What follows belongs to an exercise in optimizing a design on an open flow for small area; a production flow would make more cautious choices. In this exercise RTL edits were held to simulation tests only and were not proved equivalent to the original.

Setup of rev 12:
==> flow/design.v <==
package regfile_pkg;
  localparam int DATA_W = 32;
  localparam int ADDR_W = 5;
  localparam int NREGS  = 32;
  localparam logic [ADDR_W-1:0] REG_ZERO = 5'd0;
  typedef logic [ADDR_W-1:0] reg_addr_t;
  typedef logic [DATA_W-1:0] reg_data_t;
endpackage
module rf_ld_sel (
  input  logic d,
  input  logic en,
  input  logic q,
  input  logic en_n,
  output logic y
);
  assign y = (en & d) | (en_n & q);
endmodule
module rf_aoi222 (
  input  logic a0, s0,
  input  logic a1, s1,
  input  logic a2, s2,
  output logic y_n
);
  assign y_n = !((a0 & s0) | (a1 & s1) | (a2 & s2));
endmodule
module rf_nor2 (
  input  logic a, b,
  output logic y
);
  assign y = !(a | b);
endmodule
module rf_nand2 (
  input  logic a, b,
  output logic y_n
);
  assign y_n = !(a & b);
endmodule
module rf_nand4 (
  input  logic a, b, c, d,
  output logic y
);
  assign y = !(a & b & c & d);
endmodule
module rf_nand3 (
  input  logic a, b, c,
  output logic y
);
  assign y = !(a & b & c);
endmodule
module rf_or3 (
  input  logic a, b, c,
  output logic y
);
  assign y = a | b | c;
endmodule
module register_file_read_port
#(
  parameter int DATA_W = regfile_pkg::DATA_W,
  parameter int ADDR_W = regfile_pkg::ADDR_W,
  parameter int NREGS  = regfile_pkg::NREGS
) (
  input  logic [NREGS*DATA_W-1:0] i_regs,
  input  logic [ADDR_W-1:0] i_addr,
  output logic [DATA_W-1:0] o_data
);
  logic [3:0] w_lo_n;
  logic [7:0] w_hi_n;
  for (genvar k = 0; k < 4; k++) begin : g_lo
    assign w_lo_n[k] = (i_addr[1:0] != 2'(k));
  end
  for (genvar j = 0; j < 8; j++) begin : g_hi
    assign w_hi_n[j] = (i_addr[4:2] != 3'(j));
  end
  logic [NREGS-1:0] w_sel [2];
  for (genvar c = 0; c < 2; c++) begin : g_cpy
    assign w_sel[c][0] = 1'b0;
    for (genvar i = 1; i < NREGS; i++) begin : g_sel
      rf_nor2 u_sel (.a (w_hi_n[i / 4]), .b (w_lo_n[i % 4]), .y (w_sel[c][i]));
    end
  end
  for (genvar b = 0; b < DATA_W; b++) begin : g_bit
    localparam int C = (b < DATA_W / 2) ? 0 : 1;
    logic [10:0] w_t;
    logic [2:0]  w_u;
    for (genvar g = 0; g < 10; g++) begin : g_grp
      rf_aoi222 u_aoi (
        .a0  (i_regs[(3*g+1)*DATA_W + b]), .s0 (w_sel[C][3*g+1]),
        .a1  (i_regs[(3*g+2)*DATA_W + b]), .s1 (w_sel[C][3*g+2]),
        .a2  (i_regs[(3*g+3)*DATA_W + b]), .s2 (w_sel[C][3*g+3]),
        .y_n (w_t[g])
      );
    end
    rf_nand2 u_last (.a (i_regs[31*DATA_W + b]), .b (w_sel[C][31]), .y_n (w_t[10]));
    rf_nand4 u_n0 (.a (w_t[0]), .b (w_t[1]), .c (w_t[2]), .d (w_t[3]),  .y (w_u[0]));
    rf_nand4 u_n1 (.a (w_t[4]), .b (w_t[5]), .c (w_t[6]), .d (w_t[7]),  .y (w_u[1]));
    rf_nand3 u_n2 (.a (w_t[8]), .b (w_t[9]), .c (w_t[10]),              .y (w_u[2]));
    rf_or3   u_o  (.a (w_u[0]), .b (w_u[1]), .c (w_u[2]), .y (o_data[b]));
  end
endmodule
module register_file
#(
  parameter int DATA_W = regfile_pkg::DATA_W,
  parameter int ADDR_W = regfile_pkg::ADDR_W,
  parameter int NREGS  = regfile_pkg::NREGS
) (
  input  logic              clk,
  input  logic              rst,
  input  logic              we,
  input  logic [ADDR_W-1:0] rs,
  input  logic [ADDR_W-1:0] rt,
  input  logic [ADDR_W-1:0] rd,
  input  logic [DATA_W-1:0] dataIn,
  output logic [DATA_W-1:0] A,
  output logic [DATA_W-1:0] B
);
  logic [(NREGS-1)*DATA_W-1:0] r_regs;
  logic [NREGS*DATA_W-1:0]     w_regs;
  assign w_regs = {r_regs, {DATA_W{1'b0}}};
  for (genvar i = 1; i < NREGS; i++) begin : g_reg
    logic              w_hit;
    logic              w_hit_n;
    logic [1:0]        w_ld;
    logic [1:0]        w_ld_n;
    logic [DATA_W-1:0] w_next;
    assign w_hit   = we && (rd == ADDR_W'(i));
    assign w_hit_n = !w_hit;
    for (genvar c = 0; c < 2; c++) begin : g_cpy
      rf_nor2 u_ld   (.a (w_hit_n), .b (rst), .y (w_ld[c]));
      rf_nor2 u_ld_n (.a (w_hit),   .b (rst), .y (w_ld_n[c]));
    end
    for (genvar b = 0; b < DATA_W; b++) begin : g_bit
      rf_ld_sel u_sel (
        .d    (dataIn[b]),
        .en   (w_ld[b / (DATA_W / 2)]),
        .q    (r_regs[(i-1)*DATA_W + b]),
        .en_n (w_ld_n[b / (DATA_W / 2)]),
        .y    (w_next[b])
      );
    end
    always_ff @(posedge clk) begin
      r_regs[(i-1)*DATA_W +: DATA_W] <= w_next;
    end
  end
  register_file_read_port #(
    .DATA_W (DATA_W),
    .ADDR_W (ADDR_W),
    .NREGS  (NREGS)
  ) u_port_a (
    .i_regs (w_regs),
    .i_addr (rs),
    .o_data (A)
  );
  register_file_read_port #(
    .DATA_W (DATA_W),
    .ADDR_W (ADDR_W),
    .NREGS  (NREGS)
  ) u_port_b (
    .i_regs (w_regs),
    .i_addr (rt),
    .o_data (B)
  );
endmodule
Settings: LEC_CHECK=0, CAP_MARGIN=20, CORE_MARGIN=2, CORE_UTILIZATION=50, GPL_TIMING_DRIVEN=0, SETUP_SLACK_MARGIN=0.8, SLEW_MARGIN=20, SYNTH_HIERARCHICAL=1, SYNTH_MINIMUM_KEEP_SIZE=0; clock period 6.0 ns.
standard.sh (not shown) runs the stock make flow with config.mk's settings and CLKGATE_MAP_FILE= SYNTH_SCRIPT=/design/flow/synth_recipe.tcl, a recipe that flattens the netlist after the stock synthesis.
==> flow/flow/run.sh <==
#!/bin/bash
# Layout flow: the standard synthesis unchanged, then the standard ORFS
# layout with these changes:
#  - ports buffered with buf_2 instead of clkdlybuf4s50_1;
#  - design repair after placement may not use buffers larger than buf_2
#    (flow/ban.tcl; it picked buf_12/buf_16 for the fanout-32 nets);
#  - clock tree synthesis without dummy loads, with larger sink clusters.
# Each step's output goes to its own log here.
set -e
bash standard.sh synth > synth.log 2>&1
export BUFFER_PORTS_ARGS="-buffer_cell sky130_fd_sc_hd__buf_2"
export PRE_RESIZE_TCL="$PWD/flow/ban.tcl"
export CTS_ARGS="-sink_clustering_enable -repair_clock_nets -dont_use_dummy_load -sink_clustering_size 30 -sink_clustering_max_diameter 80"
bash standard.sh finish > layout.log 2>&1
==> flow/flow/ban.tcl <==
# Sourced before design repair (PRE_RESIZE_TCL): keep repair_design from
# buffering the fanout-32 nets with large buffers.
foreach c {buf_4 buf_6 buf_8 buf_12 buf_16 bufbuf_8 bufbuf_16 clkbuf_4 clkbuf_8 clkbuf_16
           clkdlybuf4s15_1 clkdlybuf4s15_2 clkdlybuf4s18_1 clkdlybuf4s18_2 clkdlybuf4s25_1
           clkdlybuf4s25_2 clkdlybuf4s50_1 clkdlybuf4s50_2 dlygate4sd1_1 dlygate4sd2_1
           dlygate4sd3_1 dlymetal6s2s_1 dlymetal6s4s_1 dlymetal6s6s_1} {
  set_dont_use [get_lib_cells sky130_fd_sc_hd__$c]
}
puts "ban.tcl: large buffers set dont_use for design repair"
Rev 12 finished end to end and its layout was clean on timing, DRC and antenna.
Relative to rev 12, the following input files were edited for rev 13:
- a change of CAP_MARGIN from 20 to 0
- a deleted SETUP_SLACK_MARGIN that had been 0.8
- a change of SLEW_MARGIN from 20 to 0
==> flow/flow/run.sh <==
#!/bin/bash
# Layout flow: the standard synthesis unchanged, then the standard ORFS
# layout with these changes:
#  - ports buffered with buf_1 instead of clkdlybuf4s50_1;
#  - design repair after placement may not use buffers larger than buf_2
#    (flow/ban.tcl; it picked buf_12/buf_16 for the fanout-32 nets);
#  - clock tree synthesis without dummy loads, with larger sink clusters.
# Each step's output goes to its own log here.
set -e
bash standard.sh synth > synth.log 2>&1
export BUFFER_PORTS_ARGS="-buffer_cell sky130_fd_sc_hd__buf_1"
export PRE_RESIZE_TCL="$PWD/flow/ban.tcl"
export CTS_ARGS="-sink_clustering_enable -repair_clock_nets -dont_use_dummy_load -sink_clustering_size 30 -sink_clustering_max_diameter 80"
bash standard.sh finish > layout.log 2>&1
==> comparison <==
- Of rev 12 and rev 13, only rev 13 fails to finish with a clean layout.
- In rev 13 the implementation ran to completion but is not tape-out ready, as the final checks report capacitance limit, slew limit, setup timing.
- Sort rev 12 and rev 13 by worst hold slack, descending, and rev 12 comes first.
- On portion of the clock cycle consumed by the worst path in the final layout: between rev 12 and rev 13, it ends up lower for rev 12.
- Delta (rev 13 minus rev 12): half-perimeter wire length after placement fell by 1.0%, global-route congestion overflow total essentially unchanged, final area lower, register share of the cell area rose 0.86 points.
- In the metrics for rev 12 and rev 13, the one carrying the lower share of the core filled with cells is rev 13.
- Measured against each other, rev 12 and rev 13 differ in worst setup slack, the lower figure coming from rev 13.
- The maximum operating frequency in rev 13 is 0.864 times that in rev 12.
- Rev 12 has lower number of max-slew violations in the final report than rev 13.

[afterwards: timing with drivers on the ports]
How much do the figures lean on ideal ports? The routed layouts below were timed once more, with nothing changed but the port constraints.
Step 1, drivers: a clkbuf_16 drives clk and a buf_2 each remaining input, both assumed.
Step 2 times the ports against the registers' clock, not the clock port: input delays grow and output delays shrink by t, the midpoint of the rising clock arrivals with the driver on.
Slacks: ideal / step 1 / step 2; pairs: ideal / step 1.
| run | t, ns | setup WS [ns] | worst hold slack (ns) | worst setup path at the end | slew at the worst register clock pin (ns) |
|---|---|---|---|---|---|
| rev 12 | 0.697 | 0.633 / 0.594 / 0.594 | 0.506 / 0.506 / 0.506 | input to output | 0.12 / 0.12 |
| rev 13 | 0.688 | -0.209 / -0.232 / -0.232 | 0.500 / 0.500 / 0.500 | input to output | 0.12 / 0.12 |
The setup slack of rev 12, which loses most, moves by -0.039 ns with the drivers and by -0.039 ns with both steps.
